This is an optimization exercise on Yosys and OpenROAD, whose aim is small area and a short achievable clock period, not a production implementation. In this exercise RTL edits were held to simulation tests only and were not proved equivalent to the original. No activity file was given, so power comes from the tool's default toggle rates.

==> design/flow/design.v <==
`default_nettype none
module rv_dmem (
    input  logic        clk_in,
    input  logic        rst_in,
    input  logic [31:0] dm_addr,
    input  logic [31:0] dm_data_out,
    input  logic [3:0]  dm_wr_mask,
    input  logic        dm_wr_req,
    output logic [31:0] dm_data_in,
    output logic        dm_ready,
    output logic        err_mask,
    output logic        err_range
);
    localparam int MEM_DEPTH = 64;
    logic [5:0]  r_clr_idx;
    logic        r_clear;         
    logic [31:0] r_mem [MEM_DEPTH];
    logic        w_in_range;
    logic        w_mask_legal;
    logic        w_mask_zero;
    logic        w_clear;
    logic        w_wr_ok;
    logic        w_rd_ok;
    logic        w_rd_ok_n;
    logic [7:0]  w_dhi;           
    logic [7:0]  w_dlo;           
    logic [3:0]  w_lane_wr;       
    logic [7:0]  w_npa [4];       
    logic [7:0]  w_npb;           
    logic [MEM_DEPTH-1:0] w_rsel;    
    logic [MEM_DEPTH-1:0] w_rsel_h;  
    logic [7:0]  w_rhi;           
    logic [7:0]  w_rlo;           
    logic [31:0] w_wdata;
    logic [31:0] w_rdata;
    logic        w_unused;
    assign w_unused    = ^dm_addr[1:0];
    logic [5:0] w_z4;             
    logic [1:0] w_hi_n;           
    generate
        for (genvar g = 0; g < 6; g++) begin : g_z4
            rv_dmem_g_nor4 u_z (.a(dm_addr[8+4*g]), .b(dm_addr[9+4*g]), .c(dm_addr[10+4*g]),
                                .d(dm_addr[11+4*g]), .y(w_z4[g]));
        end
        for (genvar h = 0; h < 2; h++) begin : g_hi
            rv_dmem_g_nand3 u_h (.a(w_z4[3*h]), .b(w_z4[3*h+1]), .c(w_z4[3*h+2]),
                                 .y(w_hi_n[h]));
        end
    endgenerate
    rv_dmem_g_nor2 u_in_range (.a(w_hi_n[0]), .b(w_hi_n[1]), .y(w_in_range));
    assign w_mask_zero = (dm_wr_mask == 4'b0000);
    always_comb begin
        case (dm_wr_mask)
            4'b0001, 4'b0010, 4'b0100, 4'b1000,
            4'b0011, 4'b1100, 4'b1111: w_mask_legal = 1'b1;
            default:                   w_mask_legal = 1'b0;
        endcase
    end
    assign w_clear = r_clear;
    assign w_wr_ok = ~rst_in & dm_wr_req & w_mask_legal;
    assign w_rd_ok = ~rst_in & ~r_clear & ~dm_wr_req & w_in_range;
    assign w_rd_ok_n = ~w_rd_ok;
    logic w_run;                  
    assign w_run = ~r_clear;
    generate
        for (genvar b = 0; b < 32; b++) begin : g_wd
            rv_dmem_g_and2 u_wd (.a(dm_data_out[b]), .b(w_run), .y(w_wdata[b]));
        end
    endgenerate
    rv_dmem_g_dec3 u_dhi (.a(dm_addr[7:5]), .y(w_dhi));
    rv_dmem_g_dec3 u_dlo (.a(dm_addr[4:2]), .y(w_dlo));
    rv_dmem_g_dec3 u_rhi (.a(dm_addr[7:5]), .y(w_rhi));
    rv_dmem_g_dec3 u_rlo (.a(dm_addr[4:2]), .y(w_rlo));
    always_comb begin
        for (int l = 0; l < 4; l++)
            w_lane_wr[l] = w_wr_ok & dm_wr_mask[l];
    end
    generate
        for (genvar j = 0; j < 8; j++) begin : g_pre
            rv_dmem_g_aoi21 u_npb (.a0(w_dlo[j]), .a1(w_in_range), .b(w_clear), .y(w_npb[j]));
            for (genvar l = 0; l < 4; l++) begin : g_lane
                rv_dmem_g_aoi21 u_npa (.a0(w_dhi[j]), .a1(w_lane_wr[l]), .b(w_clear),
                                       .y(w_npa[l][j]));
            end
        end
        for (genvar i = 0; i < MEM_DEPTH; i++) begin : g_rsel
            rv_dmem_g_and2 u_rsel0 (.a(w_rhi[i / 8]), .b(w_rlo[i % 8]), .y(w_rsel[i]));
            rv_dmem_g_and2 u_rsel1 (.a(w_rhi[i / 8]), .b(w_rlo[i % 8]), .y(w_rsel_h[i]));
        end
    endgenerate
    generate
        for (genvar i = 0; i < MEM_DEPTH; i++) begin : g_word
            for (genvar l = 0; l < 4; l++) begin : g_lane
                logic w_en;
                rv_dmem_g_nor2 u_en (.a(w_npa[l][i / 8]), .b(w_npb[i % 8]), .y(w_en));
                always_ff @(posedge clk_in) begin
                    if (w_en)
                        r_mem[i][8*l +: 8] <= w_wdata[8*l +: 8];
                end
            end
        end
    endgenerate
    generate
        for (genvar b = 0; b < 32; b++) begin : g_bit
            logic [63:0] w_t_n;
            logic [15:0] w_u;
            logic [3:0]  w_v_n;
            for (genvar i = 0; i < MEM_DEPTH; i++) begin : g_t
                rv_dmem_g_nand2 u_t (.a((b < 16) ? w_rsel[i] : w_rsel_h[i]), .b(r_mem[i][b]),
                                     .y(w_t_n[i]));
            end
            for (genvar g = 0; g < 16; g++) begin : g_n4
                rv_dmem_g_nand4 u_u (.a(w_t_n[4*g]), .b(w_t_n[4*g+1]), .c(w_t_n[4*g+2]),
                                     .d(w_t_n[4*g+3]), .y(w_u[g]));
            end
            for (genvar g = 0; g < 4; g++) begin : g_r4
                rv_dmem_g_nor4 u_v (.a(w_u[4*g]), .b(w_u[4*g+1]), .c(w_u[4*g+2]),
                                    .d(w_u[4*g+3]), .y(w_v_n[g]));
            end
            rv_dmem_g_aoi41 u_o (.a(w_v_n), .b(w_rd_ok_n), .y(w_rdata[b]));
        end
    endgenerate
    always_ff @(posedge clk_in) begin
        if (rst_in) begin
            r_clr_idx <= '0;
            r_clear   <= 1'b1;
            dm_ready  <= 1'b0;
            err_mask  <= 1'b0;
            err_range <= 1'b0;
        end else begin
            r_clr_idx <= r_clr_idx + 1'b1;
            if (r_clr_idx == 6'd63) begin
                r_clear  <= 1'b0;
                dm_ready <= 1'b1;
            end
            if (!r_clear) begin
                if (!w_in_range)
                    err_range <= 1'b1;
                if (dm_wr_req && !w_mask_legal && !w_mask_zero)
                    err_mask <= 1'b1;
            end
        end
    end
    always_ff @(posedge clk_in) begin
        dm_data_in <= w_rdata;
    end
endmodule
module rv_dmem_g_nand4 (
    input  logic a, b, c, d,
    output logic y
);
    assign y = ~(a & b & c & d);
endmodule
module rv_dmem_g_nand2 (
    input  logic a, b,
    output logic y
);
    assign y = ~(a & b);
endmodule
module rv_dmem_g_aoi21 (
    input  logic a0, a1, b,
    output logic y
);
    assign y = ~((a0 & a1) | b);
endmodule
module rv_dmem_g_and2 (
    input  logic a, b,
    output logic y
);
    assign y = a & b;
endmodule
module rv_dmem_g_dec3 (
    input  logic [2:0] a,
    output logic [7:0] y
);
    always_comb begin
        for (int k = 0; k < 8; k++)
            y[k] = (a == 3'(k));
    end
endmodule
module rv_dmem_g_nor4 (
    input  logic a, b, c, d,
    output logic y
);
    assign y = ~(a | b | c | d);
endmodule
module rv_dmem_g_aoi41 (
    input  logic [3:0] a,
    input  logic       b,
    output logic       y
);
    assign y = ~((&a) | b);
endmodule
module rv_dmem_g_nand3 (
    input  logic a, b, c,
    output logic y
);
    assign y = ~(a & b & c);
endmodule
module rv_dmem_g_nor2 (
    input  logic a, b,
    output logic y
);
    assign y = ~(a | b);
endmodule
`default_nettype wire
==> design/flow/run.sh <==
#!/bin/bash
# synth_recipe.tcl (not shown) runs the flow's synth.tcl, then flattens the netlist and writes it again
# the make line also repeats each setting of config.mk as NAME=value (left out here)
make -C /OpenROAD-flow-scripts/flow DESIGN_CONFIG=/design/flow/config.mk WORK_HOME=/design/flow/orfs CLKGATE_MAP_FILE= SYNTH_SCRIPT=/design/flow/synth_recipe.tcl finish
==> design/flow/config.mk <==
export PLATFORM = sky130hd
export DESIGN_NAME = rv_dmem
export DESIGN_NICKNAME = rv_dmem
export VERILOG_FILES = /design/flow/design.v
export SDC_FILE = /design/flow/constraint.sdc
export NUM_CORES = 4
export LEC_CHECK = 0
export CAP_MARGIN = 20
export CORE_MARGIN = 2
export CORE_UTILIZATION = 60
export CTS_CLUSTER_DIAMETER = 100
export CTS_CLUSTER_SIZE = 30
export GPL_TIMING_DRIVEN = 1
export SETUP_SLACK_MARGIN = 1.6
export SLEW_MARGIN = 20
export SYNTH_HIERARCHICAL = 1
export SYNTH_MINIMUM_KEEP_SIZE = 0
==> design/flow/constraint.sdc <==
create_clock -name core_clock -period 3.6 [get_ports {clk_in}]
set_input_delay 0.7200 -clock core_clock [delete_from_list [all_inputs] [get_ports {clk_in}]]
set_output_delay 0.7200 -clock core_clock [all_outputs]
set_load 0.01 [all_outputs]
==> results of run 1 <==
## final timing paths
| kind | from | to | slack (ns) | depth (start not counted) |
|---|---|---|---|---|
| max | dm_addr[6] | dm_data_in[15]$_DFF_P_ | 1.43 | 14 |
| min | rst_in | r_clr_idx[0]$_SDFF_PP0_ | 0.45 | 3 |
| max reg2reg | r_clear$_SDFFE_PP1N_ | r_mem[28][29]$_DFFE_PP_ | 1.62 | 4 |
| min reg2reg | dm_ready$_SDFFE_PP0N_ | dm_ready$_SDFFE_PP0N_ | 0.47 | 2 |
## repair_timing
| item | 4_1_cts | 5_1_grt |
|---|---|---|
| pin swaps | 136 | 137 |
| gates resized for setup | 679 | 401 |
| hold buffers | 0 | 0 |
| setup endpoints to repair | 3416 | 1864 |
| gates cloned | 28 | 7 |
| hold endpoints to repair | 0 | 0 |
| setup buffers | 113 | 26 |
## cells in the mapped netlist (2+ instances only)
| master | number | area (sq um) |
|---|---|---|
| nand2_1 | 2053 | 7710 |
| edfxtp_1 | 2048 | 61500 |
| nand4_1 | 513 | 3210 |
| nor2_1 | 265 | 995 |
| and2_1 | 160 | 1000 |
| nor4_2 | 134 | 1680 |
| dfxtp_1 | 42 | 841 |
| a21oi_2 | 40 | 350 |
| a41oi_2 | 32 | 521 |
| and3b_2 | 12 | 120 |
| nor3b_1 | 12 | 90.1 |
| nand3_1 | 8 | 40.0 |
| a21oi_1 | 6 | 30.0 |
| and3_2 | 4 | 30.0 |
| nor3_1 | 4 | 20.0 |
| nor2b_1 | 3 | 18.8 |
| inv_1 | 2 | 7.51 |
| or2_2 | 2 | 12.5 |
| xor2_1 | 2 | 17.5 |
## Yosys stat by module (local to each module, per instance)
module,flip-flops and latches,cells inside
rv_dmem_g_nor2,0,1
rv_dmem_g_nand3,0,1
rv_dmem,2090,2135
rv_dmem_g_nand2,0,1
rv_dmem_g_aoi41,0,1
rv_dmem_g_nand4,0,1
rv_dmem_g_aoi21,0,1
rv_dmem_g_nor4,0,1
rv_dmem_g_and2,0,1
rv_dmem_g_dec3,0,8
## metrics by stage
step	TNS [ns]	worst slack, ns
after floorplan	0	0.977
after global placement	-2.05	-0.243
after detailed placement	-3.48	-0.309
after CTS	0	1.54
after global routing	0	1.45
final	0	1.43
## sequential cells by signal, indices dropped and copies added (netlist names)
name	flops
r_mem	2048
dm_data_in	32
r_clr_idx	6
dm_ready	1
err_mask	1
err_range	1
r_clear	1
## power groups by stage
| stage | Clock, mW | Combinational (mW) | Sequential (mW) |
|---|---|---|---|
| finish | 11.3 | 0.502 | 26.2 |
| global route | 12.1 | 0.515 | 26.2 |
| detailed placement | 0 | 0.360 | 26.8 |
| floorplan | 0 | 0.0961 | 26.8 |
| global placement | 0 | 0.357 | 26.8 |
| CTS | 11.4 | 0.461 | 26.2 |
## cell families after synthesis
family / count (synthesis)
flip-flops: 2090
XOR/XNOR: 3
AND/OR/NAND/NOR: 3174
buffers and inverters: 3
adder cells (fa/ha/maj): 1
AO/OA/AOI/OAI: 81
## layout make-up
class / count / area, sq um
Sequential cell: 2090 / 62400
Fill cell: 8632 / 36300
Multi-Input combinational cell: 3273 / 17800
Timing Repair Buffer: 805 / 8570
Clock buffer: 126 / 2220
Tap cell: 1742 / 2180
Clock inverter: 4 / 45.0
Inverter: 2 / 11.3
## per-layer routing
layer  part of all wire (%)  routed length (um)
met3                     10               22600
met1                     41               88500
met4                    1.8                3900
met5                      0                   0
met2                     47              100000
## worst max-delay path: stages
cell and delay [ns]:
buf_6 0.10, buf_12 0.13, buf_12 0.14, nor3b_4 0.16, buf_6 0.15, buf_8 0.15
buf_12 0.13, and2_4 0.16, buf_12 0.13, nand2_1 0.05, nand4_1 0.20, nor4_2 0.20
buf_4 0.21, a41oi_2 0.09
==> impl_metrics.yaml, run 1 <==
status:
  status: "no timing/DRC/antenna violations"
sta:
  holdWs_ns: 0.447
  grt_setup_unrepaired: "true"
  tightest_slew_ns: 0.892
  relSlewSlack_pct: 40.5
  finalMaxSlewViolations: 0
  fmax_ghz: 0.461
  min_period_ns: 2.17
  skew_ns: 0.0278
  period_share_pct: 60.2
  setup_violations: 0
  hold_violations: 0
clock_network:
  path_clk_slew_ns: 0.11
  cts_tree: "yes"
  h-tree-depth: 3
  ctsLongestPathBuffers: 3
  clock_latency_ns: 0.73
  cts_sinks: 2090
  cts-root-buf: "clkbuf_16"
  cts_inserted_buffers: 79
worst_hold_path:
  min_path_type: "in2reg"
global_routing:
  grtUsageTotal_pct: 31.8
  grt_overflow: 0
  grt_max_degree: 65
  busiest_layer: "met2"
  grt_first_pass_wirelength_um: 302000
  antenna_found_initial: 4
  grt_pass1_vias: 44200
  grt_util_met3_pct: 5.44
  grtUsageMet2_pct: 49.1
  met1_usage_pct: 48.5
final_layout:
  n_antenna_cell: 0
  final-instance-count-excl-fill: 8042
  final_common_cell: "edfxtp_1"
  final_cell_mix: "edfxtp_1, nand2_1, nand4_1, buf_4, buf_6"
  syn2layout_area_growth_pct: 19.1
  post-route-cell-area_sq_mm: 0.0932
  drive_gt1_share_pct: 22.3
  post-route-util_pct: 72.0
  nNetsFinal: 6323
critical_path:
  path_class: "in2reg"
  crit_path_start_kind: "input pin"
  arrival_ns: 2.76
  worstPathRequired_ns: 4.19
  cp-end-kind: "flip-flop"
  path_max_fanout: 6
placement:
  dpl.cell_count: 7738
  gp_congestion: 0.856
  placed_cell_area_sq_mm: 0.0863
  dp_hpwl_um: 132000
  numPortBuffers: 103
power_and_ir_drop:
  switching_share_pct: 19.0
  p_seq_share_pct: 69.0
  leakage_nw: 36.9
  p_total_mw: 38.0
  p_clk_share_pct: 29.7
  power.density_mw_per_mm2: 408
  p_switching_mw: 7.23
  p_int_mw: 30.8
  irDropWorstVdd_uv: 441
  pwr-share-comb_pct: 1.3
floorplanning:
  dieWidth_um: 365
  floorplan.die_area_sq_mm: 0.133
  core_sq_mm: 0.129
  ios: 106
  start_util_pct: 60.4
  core.rowCount: 132
  chipHeight_um: 365
drt:
  drt-total-wl_um: 215000
  drtIter0Drc: 6805
  drc_errors: 0
  post_drt_wl_per_cell_um: 26.8
  ant_nets: 0
  first_pass_iters: 7
  vias: 48700
  viasPerCell: 6.05
logic_synthesis:
  async_flop_share_pct: 0
  synth_top_family_by_area: "simple AND/OR/NAND/NOR gates"
  synth_fa_ha_area_share_pct: 0.0160
  ys_ff_latch: 2090
  ys_types: 29
  muxShareOfSynthArea_pct: 0
  synth_enable_flop_cells: 2048
  yosys.area_share.simple_pct: 19.1
  ys.flop_type: "edfxtp_1"
  synth_compound_area_share_pct: 1.18
  yosys_warnings: 11
  synthXorXnorAreaFrac_pct: 0.0336
  syn-num-nets: 5424
  syn_area_per_cell_sq_um: 14.6
  syn_area_sq_mm: 0.0783
  ys_seq_area_share_pct: 79.7
  synthesis.instances: 5352
run:
  maxCapViolations: 0
==> inputs of run 2 (changes only) <==
--- a/design/flow/design.v
+++ b/design/flow/design.v
@@ -59,3 +59,3 @@
     assign w_clear = r_clear;
-    assign w_wr_ok = ~rst_in & dm_wr_req & w_mask_legal;
+    assign w_wr_ok = dm_wr_req & w_mask_legal;
     assign w_rd_ok = ~rst_in & ~r_clear & ~dm_wr_req & w_in_range;
==> run 2 against run 1 <==
Compared with the run above: clock skew about the same; routed wire length rose by 0.60%; combinational power up 0.8%; cell area decreased by 1.0%; sequential share of layout area grew 0.71 points.
==> impl_metrics.yaml, run 2 <==
sta:
  period_share_pct: 61.0
  fmax_ghz: 0.455
  tightest_slew_ns: 0.813
  finalMaxSlewViolations: 0
  hold_violations: 0
  min_period_ns: 2.20
  grt_setup_unrepaired: "true"
  relSlewSlack_pct: 45.8
  skew_ns: 0.0279
  setup_violations: 0
  setup_tns_ns: 0
global_routing:
  grt_first_pass_wirelength_um: 301000
  grtUsageTotal_pct: 31.8
  grt_max_degree: 65
  grt_pass1_vias: 44500
  grt_overflow: 0
  antenna_found_initial: 4
floorplanning:
  dieWidth_um: 365
  core_sq_mm: 0.129
  floorplan.die_area_sq_mm: 0.133
  core.rowCount: 132
  start_util_pct: 60.4
  chipHeight_um: 365
  ios: 106
final_layout:
  largest-register: "r_mem"
  post-route-util_pct: 71.2
  syn2layout_area_growth_pct: 17.8
  post-route-cell-area_sq_mm: 0.0922
  final-instance-count-excl-fill: 8015
  final_common_cell: "edfxtp_1"
  drive_gt1_share_pct: 21.3
  nNetsFinal: 6289
  top_regs: "r_mem (2048), dm_data_in (32), r_clr_idx (6)"
  fill_cells: 8687
  final_cell_mix: "edfxtp_1, nand2_1, nand4_1, buf_4, nor2_1"
  largest_register_ffs: 2048
drt:
  post_drt_wl_per_cell_um: 27.0
  ant_nets: 0
  viasPerCell: 6.05
  drc_errors: 0
  first_pass_iters: 5
  drt-total-wl_um: 217000
  drtIter0Drc: 6670
  vias: 48500
critical_path:
  cp-end-kind: "flip-flop"
  r2r_cells: 4
  worstPathRequired_ns: 4.17
  crit_path_start_kind: "input pin"
  path_class: "in2reg"
  path_max_fanout: 7
  arrival_ns: 2.77
power_and_ir_drop:
  irDropWorstVdd_uv: 428
  power.density_mw_per_mm2: 412
  leakage_nw: 36.5
clock_network:
  cts_tree: "yes"
  cts-hold-fix-buffers: 0
  path_clk_slew_ns: 0.11
  ctsLongestPathBuffers: 3
  cts-root-buf: "clkbuf_16"
  cts_sinks: 2090
  h-tree-depth: 3
  cts_inserted_buffers: 79
  clock_latency_ns: 0.72
placement:
  numPortBuffers: 103
  gp_congestion: 0.844
  dpl.cell_count: 7729
  dp_hpwl_um: 135000
  placed_cell_area_sq_mm: 0.0864
logic_synthesis:
  synth_enable_flop_cells: 2048
  yosys_warnings: 11
  ys_ff_latch: 2090
  ys.flop_type: "edfxtp_1"
  synth.most_common_cell: "nand2_1"
  syn_area_sq_mm: 0.0783
  ys_seq_area_share_pct: 79.7
  synth_common_cells: "nand2_1, edfxtp_1, nand4_1"
  synth_top_area_share_pct: 78.6
  synthesis.instances: 5351
  synth_top_area_cell: "edfxtp_1"
  syn_area_per_cell_sq_um: 14.6
  ys_types: 29
  async_flop_share_pct: 0
  synth_area_leaders: "edfxtp_1, nand2_1, nand4_1"
  syn-num-nets: 5423
worst_hold_path:
  min_path_type: "reg2reg"
  min_path_cells: 2
run:
  maxCapViolations: 0
status:
  status: "no timing/DRC/antenna violations"
==> run 2: where the power goes <==
group	leakage, nW	internal (mW)	total [mW]	switching [mW]
sequential	25.6	26.2	26.2	0.00254
combinational	9.82	0.212	0.506	0.294
clock	1.07	4.31	11.2	6.91
total	36.5	30.8	38.0	7.20
==> run 2: area by class of cell <==
class | count | area (sq um) | share of cell area [%]
Clock inverter | 1 | 11.3 | 0.0122
Tap cell | 1742 | 2180 | 2.36
Multi-Input combinational cell | 3267 | 17400 | 18.9
Timing Repair Buffer | 777 | 7930 | 8.60
Sequential cell | 2090 | 62400 | 67.7
Clock buffer | 134 | 2230 | 2.41
Antenna cell | 2 | 5.00 | 0.00543
Inverter | 2 | 11.3 | 0.0122
==> run 2: routing by layer <==
metal,vias up,part of all wire (%),track usage [%]
li1,21500,-,-
met1,24400,41,47.2
met2,2374,46,48.9
met3,204,11,6.93
met4,0,1.9,7.12
met5,-,0,0.763
==> run 2: what timing repair did <==
| action | in CTS | in global routing |
|---|---|---|
| buffers inserted | 87 | 31 |
| gates resized for setup | 662 | 246 |
| cloned | 17 | 14 |
| pin swaps | 131 | 100 |
| setup endpoints to repair | 3920 | 1941 |
| hold endpoints to repair | 0 | 0 |
==> run 2: Yosys stat by module (local to each module, per instance) <==
module | flip-flops and latches | cell area, sq um | copies in the design
rv_dmem_g_aoi41 | 0 | 16.3 | 32
rv_dmem_g_nor2 | 0 | 3.75 | 257
rv_dmem | 2090 | 62600 | 1
rv_dmem_g_dec3 | 0 | 65.1 | 4
rv_dmem_g_nand3 | 0 | 5.00 | 2
rv_dmem_g_nand2 | 0 | 3.75 | 2048
rv_dmem_g_aoi21 | 0 | 8.76 | 40
rv_dmem_g_and2 | 0 | 6.26 | 160
rv_dmem_g_nand4 | 0 | 6.26 | 512
rv_dmem_g_nor4 | 0 | 12.5 | 134
==> run 2: through the flow <==
step | total power [mW] | worst slack, ns | hold WS (ns)
final | 38.0 | 1.40 | 0.455
after global placement | 27.2 | -0.00599 | 0.439
after CTS | 38.0 | 1.50 | 0.458
after global routing | 38.9 | 1.40 | 0.481
after detailed placement | 27.2 | -0.0551 | 0.446
after floorplan | 26.9 | 0.977 | 0.429
==> run 2: path summary, 6_finish.rpt <==
check,from,to,slack [ns]
max reg2reg,r_clear$_SDFFE_PP1N_,r_mem[42][1]$_DFFE_PP_,1.67
max,dm_addr[4],dm_data_in[29]$_DFF_P_,1.40
min,dm_ready$_SDFFE_PP0N_,dm_ready$_SDFFE_PP0N_,0.45
min reg2reg,dm_ready$_SDFFE_PP0N_,dm_ready$_SDFFE_PP0N_,0.45
==> run 2: cell families after synthesis <==
| logic type | count (synthesis) | synth area share (%) |
|---|---|---|
| compound gates | 81 | 1.18 |
| simple gates | 3173 | 19.1 |
| buf+inv | 3 | 0.0144 |
| fa+ha+maj | 1 | 0.0160 |
| flops | 2090 | 79.7 |
| xor+xnor | 3 | 0.0336 |
==> run 2: critical path, stage by stage <==
cell and delay (ns):
buf_8 0.10, buf_6 0.11, nor3b_4 0.15, buf_12 0.12, buf_6 0.11, buf_12 0.15, and2_4 0.17, buf_12 0.14
buf_6 0.12, nand2_2 0.04, nand4_1 0.16, nor4_2 0.32, buf_4 0.21, a41oi_2 0.11
==> inputs of run 3 (changes only) <==
--- a/design/flow/design.v
+++ b/design/flow/design.v
@@ -23,3 +23,2 @@
     logic        w_rd_ok;
-    logic        w_rd_ok_n;
     logic [7:0]  w_dhi;           
@@ -29,6 +28,3 @@
     logic [7:0]  w_npb;           
-    logic [MEM_DEPTH-1:0] w_rsel;    
-    logic [MEM_DEPTH-1:0] w_rsel_h;  
-    logic [7:0]  w_rhi;           
-    logic [7:0]  w_rlo;           
+    logic [MEM_DEPTH-1:0] w_rsel;
     logic [31:0] w_wdata;
@@ -59,5 +55,4 @@
     assign w_clear = r_clear;
-    assign w_wr_ok = dm_wr_req & w_mask_legal;
+    assign w_wr_ok = ~rst_in & dm_wr_req & w_mask_legal;
     assign w_rd_ok = ~rst_in & ~r_clear & ~dm_wr_req & w_in_range;
-    assign w_rd_ok_n = ~w_rd_ok;
     logic w_run;                  
@@ -71,7 +66,5 @@
     rv_dmem_g_dec3 u_dlo (.a(dm_addr[4:2]), .y(w_dlo));
-    rv_dmem_g_dec3 u_rhi (.a(dm_addr[7:5]), .y(w_rhi));
-    rv_dmem_g_dec3 u_rlo (.a(dm_addr[4:2]), .y(w_rlo));
     always_comb begin
         for (int l = 0; l < 4; l++)
-            w_lane_wr[l] = w_wr_ok & dm_wr_mask[l];
+            w_lane_wr[l] = w_wr_ok & dm_wr_mask[l] & w_z4[3] & w_z4[4] & w_z4[5];
     end
@@ -79,3 +72,3 @@
         for (genvar j = 0; j < 8; j++) begin : g_pre
-            rv_dmem_g_aoi21 u_npb (.a0(w_dlo[j]), .a1(w_in_range), .b(w_clear), .y(w_npb[j]));
+            rv_dmem_g_aoi41 u_npb (.a({w_dlo[j], w_z4[2:0]}), .b(w_clear), .y(w_npb[j]));
             for (genvar l = 0; l < 4; l++) begin : g_lane
@@ -86,4 +79,3 @@
         for (genvar i = 0; i < MEM_DEPTH; i++) begin : g_rsel
-            rv_dmem_g_and2 u_rsel0 (.a(w_rhi[i / 8]), .b(w_rlo[i % 8]), .y(w_rsel[i]));
-            rv_dmem_g_and2 u_rsel1 (.a(w_rhi[i / 8]), .b(w_rlo[i % 8]), .y(w_rsel_h[i]));
+            rv_dmem_g_and2 u_rsel (.a(w_dhi[i / 8]), .b(w_dlo[i % 8]), .y(w_rsel[i]));
         end
@@ -106,6 +98,6 @@
             logic [15:0] w_u;
-            logic [3:0]  w_v_n;
+            logic [7:0]  w_v_n;
+            logic [1:0]  w_w;
             for (genvar i = 0; i < MEM_DEPTH; i++) begin : g_t
-                rv_dmem_g_nand2 u_t (.a((b < 16) ? w_rsel[i] : w_rsel_h[i]), .b(r_mem[i][b]),
-                                     .y(w_t_n[i]));
+                rv_dmem_g_nand2 u_t (.a(w_rsel[i]), .b(r_mem[i][b]), .y(w_t_n[i]));
             end
@@ -115,7 +107,10 @@
             end
-            for (genvar g = 0; g < 4; g++) begin : g_r4
-                rv_dmem_g_nor4 u_v (.a(w_u[4*g]), .b(w_u[4*g+1]), .c(w_u[4*g+2]),
-                                    .d(w_u[4*g+3]), .y(w_v_n[g]));
-            end
-            rv_dmem_g_aoi41 u_o (.a(w_v_n), .b(w_rd_ok_n), .y(w_rdata[b]));
+            for (genvar g = 0; g < 8; g++) begin : g_r2
+                rv_dmem_g_nor2 u_v (.a(w_u[2*g]), .b(w_u[2*g+1]), .y(w_v_n[g]));
+            end
+            for (genvar g = 0; g < 2; g++) begin : g_w4
+                rv_dmem_g_nand4 u_w (.a(w_v_n[4*g]), .b(w_v_n[4*g+1]), .c(w_v_n[4*g+2]),
+                                     .d(w_v_n[4*g+3]), .y(w_w[g]));
+            end
+            rv_dmem_g_oa21 u_o (.a0(w_w[0]), .a1(w_w[1]), .b(w_rd_ok), .y(w_rdata[b]));
         end
@@ -186,2 +181,8 @@
 endmodule
+module rv_dmem_g_oa21 (
+    input  logic a0, a1, b,
+    output logic y
+);
+    assign y = (a0 | a1) & b;
+endmodule
 module rv_dmem_g_aoi41 (
--- a/design/flow/config.mk
+++ b/design/flow/config.mk
@@ -10,4 +10,4 @@
 export CORE_UTILIZATION = 60
-export CTS_CLUSTER_DIAMETER = 100
-export CTS_CLUSTER_SIZE = 30
+export CTS_CLUSTER_DIAMETER = 80
+export CTS_CLUSTER_SIZE = 24
 export GPL_TIMING_DRIVEN = 1
==> run 3 against run 2 <==
Compared with the run above: still clean; synthesized cell count increased by 2.1%; clock skew decreased by 0.0090 ns; synthesized area decreased by 1.3%; final cell count increased by 0.11%; global-route usage increased by 1.4 points; register-to-register slack improved by 0.02 ns; routed wire length increased by 4.2%; setup slack improved by 0.11 ns; combinational power decreased by 22%; critical endpoint is now dm_data_in[0]$_DFF_P_.
==> impl_metrics.yaml, run 3 <==
status:
  status: "no timing/DRC/antenna violations"
critical_path:
  r2r_start: "r_clear$_SDFFE_PP1N_"
  path_max_fanout: 16
  crit_path_start_kind: "input pin"
  r2r_cells: 4
  rr_endpoint: "r_mem[41][20]$_DFFE_PP_"
  crit_end: "dm_data_in[0]$_DFF_P_"
  worstPathRequired_ns: 4.24
  reg2reg_slack_ns: 1.69
  path_class: "in2reg"
  arrival_ns: 2.73
  cp-end-kind: "flip-flop"
  startpoint: "dm_addr[6]"
logic_synthesis:
  async_flop_share_pct: 0
  yosys_warnings: 11
  synth_top_area_cell: "edfxtp_1"
  synth_top_area_share_pct: 79.6
  ys_types: 30
  syn_area_per_cell_sq_um: 14.1
  synth_area_leaders: "edfxtp_1, nand2_1, nand4_1"
  ys_seq_area_share_pct: 80.7
  ys_ff_latch: 2090
  synth_enable_flop_cells: 2048
  synth_common_cells: "nand2_1, edfxtp_1, nand4_1"
  ys.flop_type: "edfxtp_1"
  syn-num-nets: 5535
  synthesis.instances: 5463
  syn_area_sq_mm: 0.0773
  synth.most_common_cell: "nand2_1"
sta:
  finalMaxSlewViolations: 0
  tightest_slew_ns: 0.972
  hold_violations: 0
  grt_setup_unrepaired: "true"
  skew_ns: 0.0189
  fmax_ghz: 0.479
  relSlewSlack_pct: 35.2
  setup_tns_ns: 0
  holdWs_ns: 0.457
  min_period_ns: 2.09
  period_share_pct: 58.0
  setup_violations: 0
clock_network:
  cts_tree: "yes"
  cts_inserted_buffers: 99
  cts_sinks: 2090
  ctsLongestPathBuffers: 3
  h-tree-depth: 3
  cts-root-buf: "clkbuf_16"
  path_clk_slew_ns: 0.09
  clock_latency_ns: 0.75
global_routing:
  grt_first_pass_wirelength_um: 309000
  antenna_found_initial: 9
  grt_max_degree: 65
  grt_overflow: 0
  grtUsageTotal_pct: 33.2
  grt_pass1_vias: 45400
power_and_ir_drop:
  leakage_nw: 36.5
  irDropWorstVdd_uv: 405
  power.density_mw_per_mm2: 431
final_layout:
  final_common_cell: "edfxtp_1"
  largest_register_ffs: 2048
  nNetsFinal: 6355
  post-route-util_pct: 71.8
  drive_gt1_share_pct: 18.1
  syn2layout_area_growth_pct: 18.7
  final_cell_mix: "edfxtp_1, nand2_1, nand4_1, nor2_1, buf_4"
  largest-register: "r_mem"
  top_regs: "r_mem (2048), dm_data_in (32), r_clr_idx (6)"
placement:
  dp_hpwl_um: 135000
  numPortBuffers: 103
  gp_congestion: 0.850
drt:
  drc_errors: 0
  drtIter0Drc: 7656
  vias: 49100
  highest_layer: "met5"
  dr_wl_met3_um: 27700
  ant_nets: 0
  first_pass_iters: 5
  met1_length_um: 88100
  drt-total-wl_um: 226000
  routed-wl-met2_um: 104000
  post_drt_wl_per_cell_um: 28.1
  viasPerCell: 6.12
floorplanning:
  ios: 106
  floorplan.die_area_sq_mm: 0.132
  dieWidth_um: 363
  chipHeight_um: 363
  core.rowCount: 131
  start_util_pct: 60.5
  core_sq_mm: 0.128
run:
  maxCapViolations: 0
worst_hold_path:
  min_path_type: "reg2reg"
## run 3: changes by cell type after synthesis, moves of 6 or more
cell,previous run,this run
nor2_1,265,522
nor4_2,134,6
nand4_1,513,578
and2_1,160,96
o21a_1,0,32
a41oi_2,32,8
a21oi_2,40,32
and3b_2,12,6
nor3b_1,12,6
## run 3: worst min path at each step
| stage | from | endpoint | cells past startpoint |
|---|---|---|---|
| 5_1_grt | dm_ready$_SDFFE_PP0N_ | dm_ready$_SDFFE_PP0N_ | 2 |
| 3_3_place_gp | dm_ready$_SDFFE_PP0N_ | dm_ready$_SDFFE_PP0N_ | 2 |
| 6_report | dm_ready$_SDFFE_PP0N_ | dm_ready$_SDFFE_PP0N_ | 2 |
| 3_5_place_dp | dm_ready$_SDFFE_PP0N_ | dm_ready$_SDFFE_PP0N_ | 2 |
| 4_1_cts | dm_addr[26] | err_range$_SDFFE_PP0P_ | 7 |
| 2_1_floorplan | r_clr_idx[0]$_SDFF_PP0_ | r_clr_idx[0]$_SDFF_PP0_ | 1 |
## run 3: critical path, stage by stage
cell     delay (ns)
buf_4          0.16
nor3b_2        0.17
buf_6          0.15
and2_4         0.18
buf_12         0.17
nand2_1        0.09
nand4_1        0.19
nor2_4         0.23
nand4_1        0.33
o21a_1         0.30
## run 3: per-stage QoR
| step | instances | setup slack, ns | instance area, sq um | power, mW |
|---|---|---|---|---|
| after detailed placement | 7745 | 0.213 | 85500 | 27.1 |
| after floorplan | 5463 | -0.762 | 77300 | 26.9 |
| final | 8024 | 1.51 | 91700 | 39.6 |
| after global routing | 8022 | 1.52 | 91700 | 40.5 |
| after global placement | 7745 | 0.228 | 85500 | 27.1 |
| after CTS | 7989 | 1.53 | 90100 | 39.6 |
## run 3: routing by layer
metal	global-route usage, %	up-vias
li1	-	21600
met1	50.3	24400
met2	51.1	2766
met3	5.09	294
met5	0	-
met4	8.91	2
## run 3: modules after synthesis, one instance, submodules excluded
module	area, sq um	cells
rv_dmem_g_aoi41	16.3	1
rv_dmem_g_nor2	3.75	1
rv_dmem_g_and2	6.26	1
rv_dmem_g_nand2	3.75	1
rv_dmem_g_nand3	5.00	1
rv_dmem_g_oa21	7.51	1
rv_dmem_g_nor4	12.5	1
rv_dmem	62600	2134
rv_dmem_g_nand4	6.26	1
rv_dmem_g_dec3	65.1	8
rv_dmem_g_aoi21	8.76	1
## run 3: cells by family after synthesis
family	count (synthesis)	synth area share, %
simple gates	3284	18.3
fa+ha+maj	1	0.0162
flops	2090	80.7
xor+xnor	3	0.0340
compound gates	82	0.920
buf+inv	3	0.0146
## run 3: final cells by class
class                           count  area, sq um
Antenna cell                        2         5.00
Fill cell                        8458        36000
Multi-Input combinational cell   3373        16200
Inverter                            2         11.3
Sequential cell                  2090        62400
Clock inverter                     14          155
Timing Repair inverter              1         7.51
Clock buffer                      164         2840
Timing Repair Buffer              716         8000
Tap cell                         1662         2080
## run 3: timing repair
| item | CTS | global route |
|---|---|---|
| pin swaps | 91 | 94 |
| setup endpoints to repair | 4163 | 2084 |
| cloned | 16 | 17 |
| gates resized for setup | 505 | 331 |
| setup buffers | 50 | 16 |
| hold buffers | 0 | 0 |
## run 3: power by group
part           leakage [nW]  switching (mW)  internal [mW]
Clock                  1.44            7.38           5.56
Sequential             25.6         0.00263           26.2
Combinational          9.45           0.229          0.164
==> inputs of run 4 (changes only) <==
--- a/design/flow/config.mk
+++ b/design/flow/config.mk
@@ -17 +17,2 @@
 export SYNTH_MINIMUM_KEEP_SIZE = 0
+export TNS_END_PERCENT = 20
==> run 4 against run 3 <==
Compared with the run above: sequential share of layout area up 0.67 points; register-to-register slack better by 0.03 ns; maximum frequency increased by 0.34%; total power down 0.14%; largest power group unchanged; synthesized area is the same; global-route usage barely moved.
==> impl_metrics.yaml, run 4 <==
logic_synthesis:
  synth_top_area_cell: "edfxtp_1"
  ys.flop_type: "edfxtp_1"
  muxShareOfSynthArea_pct: 0
  ys_seq_area_share_pct: 80.7
  syn_area_sq_mm: 0.0773
  syn-num-nets: 5535
  synth.most_common_cell: "nand2_1"
  async_flop_share_pct: 0
  synth_common_cells: "nand2_1, edfxtp_1, nand4_1"
  synth_fa_ha_area_share_pct: 0.0162
  ys_ff_latch: 2090
  synth_enable_flop_cells: 2048
  yosys_warnings: 11
  synth_compound_area_share_pct: 0.920
  ys_types: 30
  syn_area_per_cell_sq_um: 14.1
  synth_top_family_by_area: "simple AND/OR/NAND/NOR gates"
  synthesis.instances: 5463
  synth_top_area_share_pct: 79.6
  yosys.area_share.simple_pct: 18.3
  synth_area_leaders: "edfxtp_1, nand2_1, nand4_1"
  synthXorXnorAreaFrac_pct: 0.0340
run:
  maxCapViolations: 0
final_layout:
  post-route-util_pct: 71.1
  top_regs: "r_mem (2048), dm_data_in (32), r_clr_idx (6)"
  largest-register: "r_mem"
  multi_input_area_sq_mm: 0.0159
  post-route-cell-area_sq_mm: 0.0908
  register_area_sq_mm: 0.0624
  final_cell_mix: "nand2_1, edfxtp_1, nand4_1, nor2_1, buf_4"
  syn2layout_area_growth_pct: 17.5
  drive_gt1_share_pct: 16.2
  fill_cells: 8564
  largest_register_ffs: 2048
  final-instance-count-excl-fill: 8003
  nNetsFinal: 6333
critical_path:
  cpMaxStageDelayCell: "nor4_4"
  worstPathCellList: "dlygate4sd2_1 > nor4_4 > buf_6 > buf_4 > nand3_1 > nor2_2 > nor4b_4 > buf_12 > buf_12 > o21a_1"
  rr_endpoint: "r_mem[33][20]$_DFFE_PP_"
  arrival_ns: 2.75
  startpoint: "dm_addr[9]"
  critPathMaxStageDelay_ns: 0.28
  path_class: "in2reg"
  path_max_fanout: 16
  reg2reg_slack_ns: 1.72
  worstPathRequired_ns: 4.26
  crit_end: "dm_data_in[17]$_DFF_P_"
  cp-end-kind: "flip-flop"
  crit_top_cell: "buf_12"
  crit_path_start_kind: "input pin"
  r2r_start: "r_clear$_SDFFE_PP1N_"
  r2r_cells: 4
drt:
  ant_nets: 0
  first_pass_iters: 8
  vias: 48600
  post_drt_wl_per_cell_um: 27.5
  drtIter0Drc: 7377
  drt-total-wl_um: 220000
  viasPerCell: 6.07
  drc_errors: 0
floorplanning:
  core.rowCount: 131
  dieWidth_um: 363
  core_sq_mm: 0.128
  ios: 106
  chipHeight_um: 363
  start_util_pct: 60.5
  floorplan.die_area_sq_mm: 0.132
sta:
  grt_setup_unrepaired: "true"
  setup_tns_ns: 0
  hold_violations: 0
  setup_violations: 0
  skew_ns: 0.0210
  tightest_slew_ns: 0.945
  finalMaxSlewViolations: 0
  fmax_ghz: 0.480
  setup_ws_ns: 1.52
  period_share_pct: 57.9
  min_period_ns: 2.08
  holdWs_ns: 0.456
  relSlewSlack_pct: 37.0
global_routing:
  grt_max_degree: 65
  grt_overflow: 0
  grtUsageTotal_pct: 33.2
  antenna_found_initial: 14
  grt_pass1_vias: 45400
  grt_first_pass_wirelength_um: 309000
clock_network:
  h-tree-depth: 3
  cts_tree: "yes"
  ctsLongestPathBuffers: 3
  path_clk_slew_ns: 0.09
  cts-root-buf: "clkbuf_16"
  clock_latency_ns: 0.76
  cts_sinks: 2090
  cts_inserted_buffers: 99
  cts-hold-fix-buffers: 0
power_and_ir_drop:
  p_total_mw: 39.5
  irDropWorstVdd_uv: 407
  leakage_nw: 36.1
  power.density_mw_per_mm2: 435
placement:
  gp_congestion: 0.850
  place_ws_ns: 0.213
  dpl.cell_count: 7745
  placed_cell_area_sq_mm: 0.0855
  dp_hpwl_um: 135000
  numPortBuffers: 103
status:
  status: "no timing/DRC/antenna violations"
worst_hold_path:
  min_path_type: "reg2reg"
==> run 4: report_power, final <==
part / switching (mW) / internal (mW)
Clock: 7.35 / 5.56
Combinational: 0.217 / 0.149
Sequential: 0.00271 / 26.2
==> run 4: per-layer routing <==
metal	GRT usage, %	share of wire [%]	vias to the layer above
li1	-	-	21500
met1	50.3	39	24200
met2	51.1	46	2576
met3	5.12	12	270
met4	8.84	2.6	4
met5	0	0.0073	-
==> run 4: timing repair <==
action                                  4_1_cts  5_1_grt
pin swaps                                    91       25
cloned                                       16        4
buffers inserted                             50        7
endpoints found under the setup margin     4163     2099
resized for setup                           462      152
==> run 4: logic make-up (layout without fill, tap and decap cells) <==
logic type / after synthesis / count (layout)
flops: 2090 / 2090
other cells: 0 / 3
xor+xnor: 3 / 3
compound gates: 82 / 82
simple gates: 3284 / 3287
fa+ha+maj: 1 / 1
buf+inv: 3 / 875
==> run 4: worst max-delay path, delay by kind of cell <==
kind | cells | cell delay [ns]
simple gates | 4 | 0.77
buf+inv | 5 | 0.98
compound gates | 1 | 0.25
==> run 4: cell type report <==
type                       instances  share of cell area (%)
timing repair inverter             1                 0.00827
multi-input combinational       3373                    17.5
timing repair buffer             694                    8.17
antenna                            3                 0.00827
clock buffer                     164                    3.12
sequential                      2090                    68.7
inverter                           2                  0.0124
clock inverter                    14                   0.171
tap                             1662                    2.29
==> run 4: how the worst min path moves through the flow <==
| stage | cells past startpoint | end | start | slack [ns] |
|---|---|---|---|---|
| after detailed placement | 2 | dm_ready$_SDFFE_PP0N_ | dm_ready$_SDFFE_PP0N_ | 0.44 |
| after CTS | 7 | err_range$_SDFFE_PP0P_ | dm_addr[26] | 0.44 |
| after floorplan | 1 | r_clr_idx[0]$_SDFF_PP0_ | r_clr_idx[0]$_SDFF_PP0_ | 0.43 |
| after global placement | 2 | dm_ready$_SDFFE_PP0N_ | dm_ready$_SDFFE_PP0N_ | 0.44 |
| after global routing | 2 | dm_ready$_SDFFE_PP0N_ | dm_ready$_SDFFE_PP0N_ | 0.49 |
| final | 2 | dm_ready$_SDFFE_PP0N_ | dm_ready$_SDFFE_PP0N_ | 0.46 |
==> run 4: Yosys stat by module (local to each module, per instance), excerpt <==
| module | cells inside | area [sq um] | flops+latches | times used |
|---|---|---|---|---|
| rv_dmem_g_nor4 | 1 | 12.5 | 0 | 6 |
| rv_dmem_g_and2 | 1 | 6.26 | 0 | 96 |
| rv_dmem_g_dec3 | 8 | 65.1 | 0 | 2 |
| rv_dmem_g_nor2 | 1 | 3.75 | 0 | 513 |
| rv_dmem_g_nand4 | 1 | 6.26 | 0 | 576 |
| rv_dmem | 2134 | 62600 | 2090 | 1 |
| rv_dmem_g_aoi21 | 1 | 8.76 | 0 | 32 |
| rv_dmem_g_aoi41 | 1 | 16.3 | 0 | 8 |
| rv_dmem_g_oa21 | 1 | 7.51 | 0 | 32 |
==> inputs of run 5 (changes only) <==
--- a/design/flow/config.mk
+++ b/design/flow/config.mk
@@ -12,3 +12,3 @@
 export CTS_CLUSTER_SIZE = 24
-export GPL_TIMING_DRIVEN = 1
+export GPL_TIMING_DRIVEN = 0
 export SETUP_SLACK_MARGIN = 1.6
@@ -17,2 +17 @@
 export SYNTH_MINIMUM_KEEP_SIZE = 0
-export TNS_END_PERCENT = 20
==> run 5 against run 4 <==
Compared with the run above: still clean on timing, DRC and antenna; synthesized area unchanged; synthesized cell count unchanged; cell area grew 3.6%; first-iteration DRC count is 2.6% higher; flip-flop and latch count unchanged; count of clock-buffer cells in the layout down 8; die area unchanged; non-clock buffer count is 121 lower; total power up 0.55%; clock power barely moved; critical endpoint is now dm_data_in[24]$_DFF_P_; largest cell class unchanged.
==> impl_metrics.yaml, run 5 <==
floorplanning:
  chipHeight_um: 363
  ios: 106
  dieWidth_um: 363
  start_util_pct: 60.5
  core_sq_mm: 0.128
  core.rowCount: 131
  floorplan.die_area_sq_mm: 0.132
global_routing:
  grt_util_met3_pct: 8.08
  grt_first_pass_wirelength_um: 322000
  grt_pass1_vias: 46000
  grtUsageTotal_pct: 34.8
  busiest_layer: "met2"
  antenna_found_initial: 5
  grtUsageMet2_pct: 53.0
  met1_usage_pct: 49.3
  grt_overflow: 0
  grt_max_degree: 65
logic_synthesis:
  synth_enable_flop_cells: 2048
  syn_area_sq_mm: 0.0773
  synth_top_area_cell: "edfxtp_1"
  synth_top_area_share_pct: 79.6
  synth.most_common_cell: "nand2_1"
  synthesis.instances: 5463
  synth_common_cells: "nand2_1, edfxtp_1, nand4_1"
  ys_ff_latch: 2090
  syn-num-nets: 5535
  async_flop_share_pct: 0
  ys_seq_area_share_pct: 80.7
  ys_types: 30
  synth_area_leaders: "edfxtp_1, nand2_1, nand4_1"
  ys.flop_type: "edfxtp_1"
  yosys_warnings: 11
  syn_area_per_cell_sq_um: 14.1
final_layout:
  final_common_cell: "edfxtp_1"
  final_cell_mix: "edfxtp_1, nand2_1, nand4_1, nor2_4, nor2_1"
  top_regs: "r_mem (2048), dm_data_in (32), r_clr_idx (6)"
  nNetsFinal: 6242
  syn2layout_area_growth_pct: 21.7
  largest_register_ffs: 2048
  drive_gt1_share_pct: 19.2
  fill_cells: 7886
  largest-register: "r_mem"
  post-route-cell-area_sq_mm: 0.0940
critical_path:
  cp-end-kind: "flip-flop"
  critPathMaxStageDelay_ns: 0.41
  cp_num_buf_inv: 2
  worstPathRequired_ns: 4.23
  critPathTopFamily: "simple AND/OR/NAND/NOR gates"
  crit_top_cell: "nand4_1"
  r2r_start: "r_clear$_SDFFE_PP1N_"
  crit_cells: 9
  arrival_ns: 2.89
  rr_endpoint: "r_mem[24][15]$_DFFE_PP_"
  path_max_fanout: 19
  path_class: "in2reg"
  worstPathCellList: "buf_8 > and3b_4 > and2_4 > buf_12 > nand2_1 > nand4_1 > nor2_4 > nand4_1 > o21a_1"
  reg2reg_slack_ns: 1.46
  crit_path_start_kind: "input pin"
  r2r_cells: 4
  cpMaxStageDelayCell: "nand4_1"
sta:
  tightest_slew_ns: 0.965
  grt_setup_unrepaired: "true"
  hold_violations: 0
  relSlewSlack_pct: 35.7
  min_period_ns: 2.26
  skew_ns: 0.0270
  setup_violations: 0
  period_share_pct: 62.9
  fmax_ghz: 0.442
  finalMaxSlewViolations: 0
drt:
  post_drt_wl_per_cell_um: 30.1
  drtIter0Drc: 7569
  drc_errors: 0
  vias: 49900
  drt-total-wl_um: 238000
  ant_nets: 0
  first_pass_iters: 7
  viasPerCell: 6.31
clock_network:
  cts-root-buf: "clkbuf_16"
  h-tree-depth: 3
  ctsLongestPathBuffers: 3
  path_clk_slew_ns: 0.10
  cts_inserted_buffers: 101
  clock_latency_ns: 0.76
  cts_sinks: 2090
  cts-hold-fix-buffers: 0
  cts_tree: "yes"
run:
  maxCapViolations: 0
worst_hold_path:
  min_path_cells: 2
  min_path_type: "in2reg"
  min-delay-start: "rst_in"
  min_to: "r_clr_idx[1]$_SDFF_PP0_"
power_and_ir_drop:
  power.density_mw_per_mm2: 423
  leakage_nw: 37.5
  p_total_mw: 39.7
  irDropWorstVdd_uv: 486
placement:
  numPortBuffers: 103
  dp_hpwl_um: 135000
  gp_congestion: 0.825
  placed_cell_area_sq_mm: 0.0833
status:
  status: "no timing/DRC/antenna violations"
==> run 5: per-stage QoR <==
step	setup slack (ns)	std cells	setup TNS [ns]	util [%]	hold WS (ns)
after floorplan	-0.762	5463	-24.38	-	0.429
after global placement	-6.47	7228	-5904.97	63.0	0.439
after detailed placement	-1.03	7341	-1052.32	65.3	0.448
after CTS	1.29	7766	0	71.9	0.341
after global routing	1.43	7906	0	73.6	0.424
final	1.34	7909	0	73.6	0.399
==> run 5: cells by family after synthesis <==
logic type      after synthesis  synth area share, %
fa+ha+maj                     1               0.0162
simple gates               3284                 18.3
xor+xnor                      3               0.0340
buf+inv                       3               0.0146
flops                      2090                 80.7
compound gates               82                0.920
==> run 5: Yosys stat by module, one instance, submodules excluded, excerpt <==
module	copies in the design	cells inside
rv_dmem_g_nand2	2048	1
rv_dmem_g_oa21	32	1
rv_dmem_g_aoi41	8	1
rv_dmem_g_aoi21	32	1
rv_dmem_g_nand3	2	1
rv_dmem_g_dec3	2	8
rv_dmem_g_and2	96	1
rv_dmem	1	2134
==> run 5: layout make-up <==
cell class / count / area (sq um) / share of cell area (%)
Timing Repair inverter: 1 / 7.51 / 0.00798
Sequential cell: 2090 / 62400 / 66.3
Inverter: 2 / 11.3 / 0.0120
Tap cell: 1662 / 2080 / 2.21
Antenna cell: 3 / 7.51 / 0.00798
Multi-Input combinational cell: 3401 / 18100 / 19.3
Timing Repair Buffer: 572 / 8410 / 8.94
Clock buffer: 156 / 2810 / 2.99
Clock inverter: 21 / 194 / 0.206
Buffer: 1 / 3.75 / 0.00399
==> run 5: repair_timing <==
action	4_1_cts	5_1_grt
endpoints found under the setup margin	4163	2293
gates cloned	22	18
pin swaps	202	324
resized for setup	785	361
setup buffers	226	122
==> run 5: layer usage <==
metal,share of wire [%],routed length [um]
met5,0.14,345
met1,37,88500
met2,46,110000
met3,13,30100
met4,4.1,9880
==> run 5: power breakdown <==
group	internal, mW	switching (mW)
clock network	5.50	7.50
registers	26.2	0.00273
logic	0.189	0.301
==> run 5: how the worst max path moves through the flow <==
stage	startpoint	to	slack, ns
finish	dm_addr[6]	dm_data_in[24]$_DFF_P_	1.34
global route	dm_addr[24]	r_mem[57][11]$_DFFE_PP_	1.43
CTS	dm_addr[2]	dm_data_in[27]$_DFF_P_	1.29
detailed placement	dm_addr[4]	r_mem[4][27]$_DFFE_PP_	-1.03
global placement	dm_addr[13]	dm_data_in[19]$_DFF_P_	-6.47
floorplan	dm_addr[18]	dm_data_in[0]$_DFF_P_	-0.76
==> inputs of run 6 (changes only) <==
--- a/design/flow/config.mk
+++ b/design/flow/config.mk
@@ -9,6 +9,6 @@
 export CORE_MARGIN = 2
-export CORE_UTILIZATION = 60
+export CORE_UTILIZATION = 66
 export CTS_CLUSTER_DIAMETER = 80
 export CTS_CLUSTER_SIZE = 24
-export GPL_TIMING_DRIVEN = 0
+export GPL_TIMING_DRIVEN = 1
 export SETUP_SLACK_MARGIN = 1.6
==> run 6 against run 5 <==
Compared with the run above: still clean; combinational power down 18%; register-to-register slack better by 0.23 ns; sequential power about the same; count of clock-buffer cells in the layout down 15.
==> impl_metrics.yaml, run 6 <==
status:
  status: "no timing/DRC/antenna violations"
power_and_ir_drop:
  pwr-share-comb_pct: 1.0
  irDropWorstVdd_uv: 527
  p_int_mw: 31.7
  p_clk_share_pct: 31.9
  p_seq_share_pct: 67.1
  switching_share_pct: 18.9
  power.density_mw_per_mm2: 430
  p_switching_mw: 7.40
  leakage_nw: 36.4
final_layout:
  largest_register_ffs: 2048
  drive_gt1_share_pct: 18.2
  top_regs: "r_mem (2048), dm_data_in (32), r_clr_idx (6)"
  syn2layout_area_growth_pct: 17.8
  largest-register: "r_mem"
  final_cell_mix: "edfxtp_1, nand2_1, nand4_1, buf_4, nor2_1"
  register_area_sq_mm: 0.0624
  fill_cells: 6654
  multi_input_area_sq_mm: 0.0166
  final_common_cell: "edfxtp_1"
  post-route-cell-area_sq_mm: 0.0910
  post-route-util_pct: 78.3
  final-instance-count-excl-fill: 7819
  nNetsFinal: 6318
drt:
  ant_nets: 0
  viasPerCell: 6.33
  first_pass_iters: 9
  drc_errors: 0
  post_drt_wl_per_cell_um: 28.5
  drtIter0Drc: 7746
  vias: 49500
  drt-total-wl_um: 223000
clock_network:
  cts_inserted_buffers: 97
  ctsLongestPathBuffers: 3
  path_clk_slew_ns: 0.10
  cts-root-buf: "clkbuf_16"
  cts_tree: "yes"
  h-tree-depth: 3
  clock_latency_ns: 0.74
  cts_sinks: 2090
logic_synthesis:
  synth_enable_flop_cells: 2048
  synth.most_common_cell: "nand2_1"
  syn-num-nets: 5535
  synthesis.instances: 5463
  synth_top_area_share_pct: 79.6
  async_flop_share_pct: 0
  ys_ff_latch: 2090
  ys.flop_type: "edfxtp_1"
  synth_top_area_cell: "edfxtp_1"
  synth_common_cells: "nand2_1, edfxtp_1, nand4_1"
  yosys_warnings: 11
  ys_types: 30
  ys_seq_area_share_pct: 80.7
  syn_area_per_cell_sq_um: 14.1
  synth_area_leaders: "edfxtp_1, nand2_1, nand4_1"
  syn_area_sq_mm: 0.0773
sta:
  finalMaxSlewViolations: 0
  hold_violations: 0
  setup_violations: 0
  grt_setup_unrepaired: "true"
  tightest_slew_ns: 0.858
  fmax_ghz: 0.445
  period_share_pct: 62.5
  holdWs_ns: 0.458
  min_period_ns: 2.25
  skew_ns: 0.0273
  relSlewSlack_pct: 42.8
  setup_tns_ns: 0
worst_hold_path:
  min_path_type: "reg2reg"
floorplanning:
  chipHeight_um: 346
  floorplan.die_area_sq_mm: 0.120
  core_sq_mm: 0.116
  dieWidth_um: 346
  ios: 106
  start_util_pct: 66.5
  core.rowCount: 125
placement:
  placed_cell_area_sq_mm: 0.0844
  numPortBuffers: 103
  dpl.cell_count: 7557
  gp_congestion: 0.871
  dp_hpwl_um: 133000
critical_path:
  path_class: "in2reg"
  cp-end-kind: "flip-flop"
  crit_path_start_kind: "input pin"
  arrival_ns: 2.86
  worstPathRequired_ns: 4.21
  reg2reg_slack_ns: 1.69
  path_max_fanout: 8
global_routing:
  grt_overflow: 0
  antenna_found_initial: 9
  grt_first_pass_wirelength_um: 310000
  grtUsageTotal_pct: 36.4
  grt_max_degree: 65
  grt_pass1_vias: 46500
run:
  maxCapViolations: 0
==> run 6: cell counts after synthesis <==
Identical to the previous run, type by type.
==> run 6: modules after synthesis, one instance, submodules excluded, excerpt <==
module	copies in the design	area [sq um]	cells
rv_dmem	1	62600	2134
rv_dmem_g_dec3	2	65.1	8
rv_dmem_g_aoi41	8	16.3	1
rv_dmem_g_oa21	32	7.51	1
rv_dmem_g_nand4	576	6.26	1
rv_dmem_g_nand3	2	5.00	1
rv_dmem_g_nor2	513	3.75	1
==> run 6: cell type report <==
class	count	area share, %
flip-flops and latches	2090	68.6
multi-input cells	3372	18.2
repair buffers	683	8.03
clock buffers	141	2.99
well taps	1524	2.10
clock inverters	5	0.0674
inverters	2	0.0124
diodes	2	0.00550
==> run 6: power by group through the flow <==
| stage | logic, mW | registers (mW) | clock network [mW] |
|---|---|---|---|
| detailed placement | 0.312 | 26.8 | 0 |
| floorplan | 0.0785 | 26.8 | 0 |
| global placement | 0.310 | 26.8 | 0 |
| CTS | 0.360 | 26.2 | 12.5 |
| finish | 0.402 | 26.2 | 12.5 |
| global route | 0.407 | 26.2 | 13.3 |
==> run 6: worst max-delay path, stage by stage <==
cell     delay [ns]
buf_6          0.10
buf_6          0.12
and3b_2        0.30
buf_6          0.17
and2_4         0.18
buf_12         0.17
nand2_4        0.06
nand4_1        0.11
nor2_2         0.17
nand4_1        0.39
o21a_1         0.35
==> run 6: stage by stage <==
stage / power [mW] / setup slack (ns)
6_report: 39.1 / 1.35
4_1_cts: 39.1 / 1.54
3_3_place_gp: 27.1 / 0.190
2_1_floorplan: 26.9 / -0.762
5_1_grt: 39.9 / 1.45
3_5_place_dp: 27.1 / 0.136
==> run 6: cells by family after synthesis <==
logic type                 after synthesis  share of synthesized area (%)
and+or+nand+nor                       3284                           18.3
xor gates and xnor gates                 3                         0.0340
DFF                                   2090                           80.7
adders and majority gates                1                         0.0162
AOI/OAI and AO/OA                       82                          0.920
buffers and inverters                    3                         0.0146
==> run 6: layer usage <==
| layer | share of wire (%) | track usage, % | vias to the layer above |
|---|---|---|---|
| met5 | 0.023 | 0 | - |
| met4 | 4.0 | 13.2 | 8 |
| met3 | 14 | 8.38 | 448 |
| met2 | 45 | 55.6 | 3217 |
| met1 | 37 | 52.5 | 24300 |
| li1 | - | - | 21500 |
==> run 6: what timing repair did <==
item / CTS / global route
resized for setup: 632 / 341
buffers inserted: 52 / 32
hold buffers: 0 / 0
pin swaps: 164 / 135
gates cloned: 21 / 9
endpoints found under the setup margin: 3722 / 2125
==> run 6: worst paths after layout <==
path / start / endpoint / cells after the start
max: dm_addr[7] / dm_data_in[9]$_DFF_P_ / 11
min: dm_ready$_SDFFE_PP0N_ / dm_ready$_SDFFE_PP0N_ / 2
max reg2reg: r_clear$_SDFFE_PP1N_ / r_mem[59][7]$_DFFE_PP_ / 4
min reg2reg: dm_ready$_SDFFE_PP0N_ / dm_ready$_SDFFE_PP0N_ / 2
==> inputs of run 7 (changes only) <==
--- a/design/flow/config.mk
+++ b/design/flow/config.mk
@@ -9,3 +9,3 @@
 export CORE_MARGIN = 2
-export CORE_UTILIZATION = 66
+export CORE_UTILIZATION = 60
 export CTS_CLUSTER_DIAMETER = 80
@@ -13,3 +13,3 @@
 export GPL_TIMING_DRIVEN = 1
-export SETUP_SLACK_MARGIN = 1.6
+export SETUP_SLACK_MARGIN = 1.5
 export SLEW_MARGIN = 20
==> run 7 against run 6 <==
Compared with the run above: utilization decreased by 7.4 points; first-iteration DRC count decreased by 11%; sequential power hardly changed; flip-flop and latch count is the same; count of clock-buffer cells in the layout grew 23; synthesized cell count unchanged; highest routed layer unchanged; final cell count rose by 2.3%.
==> impl_metrics.yaml, run 7 <==
status:
  status: "no timing/DRC/antenna violations"
drt:
  first_pass_iters: 5
  drtIter0Drc: 6924
  drc_errors: 0
  viasPerCell: 6.04
  drt-total-wl_um: 220000
  post_drt_wl_per_cell_um: 27.5
  vias: 48300
  ant_nets: 0
logic_synthesis:
  synth_common_cells: "nand2_1, edfxtp_1, nand4_1"
  syn_area_per_cell_sq_um: 14.1
  ys.flop_type: "edfxtp_1"
  synth_top_area_share_pct: 79.6
  syn_area_sq_mm: 0.0773
  synth.most_common_cell: "nand2_1"
  ys_ff_latch: 2090
  yosys_warnings: 11
  synthesis.instances: 5463
  syn-num-nets: 5535
  async_flop_share_pct: 0
  synth_top_area_cell: "edfxtp_1"
  ys_types: 30
  ys_seq_area_share_pct: 80.7
  synth_enable_flop_cells: 2048
  synth_area_leaders: "edfxtp_1, nand2_1, nand4_1"
critical_path:
  worstPathRequired_ns: 4.25
  path_max_fanout: 14
  critPathMaxStageDelay_ns: 0.36
  path_class: "in2reg"
  r2r_start: "r_clear$_SDFFE_PP1N_"
  startpoint: "dm_addr[5]"
  worstPathCellList: "buf_6 > bufbuf_16 > nor3_4 > buf_12 > and2_1 > buf_12 > buf_12 > nand2_1 > nand4_1 > nor2_2 > nand4_1 > o21a_1"
  arrival_ns: 2.81
  crit_top_cell: "buf_12"
  cp-end-kind: "flip-flop"
  cpMaxStageDelayCell: "nand4_1"
  crit_path_start_kind: "input pin"
placement:
  numPortBuffers: 103
  placed_cell_area_sq_mm: 0.0855
  gp_congestion: 0.850
  dp_hpwl_um: 135000
global_routing:
  grt_first_pass_wirelength_um: 306000
  grt_max_degree: 65
  antenna_found_initial: 9
  grt_pass1_vias: 45100
  grt_overflow: 0
  grtUsageTotal_pct: 32.9
final_layout:
  fill_cells: 8616
  nNetsFinal: 6331
  final_common_cell: "edfxtp_1"
  final_cell_mix: "edfxtp_1, nand2_1, nand4_1, nor2_1, buf_4"
  syn2layout_area_growth_pct: 17.1
  top_regs: "r_mem (2048), dm_data_in (32), r_clr_idx (6)"
  drive_gt1_share_pct: 15.6
  post-route-cell-area_sq_mm: 0.0905
  post-route-util_pct: 70.9
  largest-register: "r_mem"
  largest_register_ffs: 2048
sta:
  tightest_slew_ns: 0.967
  period_share_pct: 60.1
  min_period_ns: 2.16
  finalMaxSlewViolations: 0
  hold_violations: 0
  relSlewSlack_pct: 35.6
  skew_ns: 0.0187
  grt_setup_unrepaired: "true"
  setup_violations: 0
  fmax_ghz: 0.462
clock_network:
  clock_latency_ns: 0.75
  cts-hold-fix-buffers: 0
  cts_tree: "yes"
  path_clk_slew_ns: 0.10
  h-tree-depth: 3
  cts-root-buf: "clkbuf_16"
  ctsLongestPathBuffers: 3
  cts_inserted_buffers: 99
  cts_sinks: 2090
floorplanning:
  start_util_pct: 60.5
  core_sq_mm: 0.128
  floorplan.die_area_sq_mm: 0.132
  chipHeight_um: 363
  core.rowCount: 131
  dieWidth_um: 363
  ios: 106
power_and_ir_drop:
  pwr-share-comb_pct: 0.9
  power.density_mw_per_mm2: 437
  p_int_mw: 31.9
  p_seq_share_pct: 66.4
  p_clk_share_pct: 32.7
  leakage_nw: 36.0
  switching_share_pct: 19.2
  p_switching_mw: 7.58
  irDropWorstVdd_uv: 400
worst_hold_path:
  min_path_type: "in2reg"
  min-delay-start: "dm_wr_req"
run:
  maxCapViolations: 0
[run 7: layout make-up]
cell class                      count  area, sq um  area share, %
Timing Repair Buffer              691         7190           7.95
Timing Repair inverter              1         7.51        0.00829
Clock buffer                      164         2840           3.13
Inverter                            2         11.3         0.0124
Multi-Input combinational cell   3374        15800           17.5
Tap cell                         1662         2080           2.30
Antenna cell                        4         10.0         0.0111
Clock inverter                     14          155          0.171
Sequential cell                  2090        62400           68.9
[run 7: timing repair]
| action | CTS | global route |
|---|---|---|
| setup buffers | 25 | 31 |
| gates resized for setup | 338 | 153 |
| pin swaps | 69 | 57 |
| setup endpoints to repair | 3113 | 2215 |
| gates cloned | 9 | 10 |
[run 7: power by group through the flow]
| stage | registers [mW] | clock network [mW] | logic, mW |
|---|---|---|---|
| floorplan | 26.8 | 0 | 0.0785 |
| global placement | 26.8 | 0 | 0.314 |
| detailed placement | 26.8 | 0 | 0.317 |
| CTS | 26.2 | 13.0 | 0.339 |
| global route | 26.2 | 13.8 | 0.375 |
| finish | 26.2 | 12.9 | 0.365 |
[run 7: Yosys stat by module, one instance, submodules excluded, a selection]
module	flops+latches	area, sq um
rv_dmem	2090	62600
rv_dmem_g_dec3	0	65.1
rv_dmem_g_nor4	0	12.5
rv_dmem_g_oa21	0	7.51
rv_dmem_g_nand4	0	6.26
rv_dmem_g_and2	0	6.26
rv_dmem_g_nand2	0	3.75
[run 7: path summary, 6_finish.rpt]
check                           end  slack (ns)  depth (start not counted)
max           dm_data_in[0]$_DFF_P_        1.44                         12
min           err_mask$_SDFFE_PP0P_        0.40                          3
max reg2reg  dm_data_in[31]$_DFF_P_        1.71                          7
min reg2reg   dm_ready$_SDFFE_PP0N_        0.45                          2
[run 7: critical path, delay by kind of cell]
kind,cells,cell delay [ns]
simple gates,6,0.97
buf+inv,5,0.81
compound gates,1,0.30
[run 7: logic make-up after synthesis]
logic type | synth area share (%)
compound gates | 0.920
buf+inv | 0.0146
simple gates | 18.3
flops | 80.7
xor+xnor | 0.0340
fa+ha+maj | 0.0162
[run 7: per-stage QoR]
step	power [mW]	setup TNS [ns]	setup slack (ns)	cells	hold slack [ns]
after floorplan	26.9	-24.38	-0.762	5463	0.429
after global placement	27.1	0	0.228	7745	0.437
after detailed placement	27.1	0	0.213	7745	0.444
after CTS	39.6	0	1.37	7957	0.456
after global routing	40.5	0	1.44	7998	0.436
final	39.5	0	1.44	8002	0.401
[run 7: per-layer routing]
metal	track usage, %	vias up	wire [um]
met5	0	-	38
met4	8.78	6	5770
met3	5.36	258	25900
met2	50.5	2580	101000
met1	49.6	24000	87400
li1	-	21500	-

==> afterwards: timing with drivers on the ports <==
The flow's constraints put no driver on any port. The routed layouts listed below were extracted and timed again, unchanged, in two steps. Step 1, drivers: a clkbuf_16 drives clk_in and a buf_2 each remaining input, both assumed. Step 2 adds t to the input delays and takes it off the output delays; t is the mean of the earliest and latest rising clock arrival at the registers after step 1. Input paths then give back, and output paths get back, about the clock's delay inside the block. a / b / c = no drivers / after step 1 / after step 2; a / b = the first two.
run	t, ns	setup slack, ns	hold slack, ns	worst setup path after step 2	worst register clock-pin slew, ns
run 1	0.803	1.432 / 1.478 / 0.675	0.447 / 0.393 / 0.468	input to register	0.12 / 0.12
run 2	0.782	1.403 / 1.432 / 0.650	0.455 / 0.455 / 0.455	input to register	0.12 / 0.12
run 3	0.822	1.510 / 1.451 / 0.629	0.457 / 0.420 / 0.457	input to register	0.10 / 0.10
run 4	0.823	1.517 / 1.427 / 0.604	0.456 / 0.425 / 0.456	input to register	0.10 / 0.10
run 5	0.830	1.335 / 1.171 / 0.342	0.399 / 0.352 / 0.464	input to register	0.11 / 0.11
run 6	0.806	1.351 / 1.313 / 0.507	0.458 / 0.440 / 0.458	input to register	0.11 / 0.11
run 7	0.822	1.435 / 1.386 / 0.565	0.401 / 0.349 / 0.454	input to register	0.10 / 0.10
After both steps setup and hold are still met in every run listed. For run 5, which loses most, drivers alone change the setup slack by -0.164 ns; drivers and shift together by -0.993 ns.
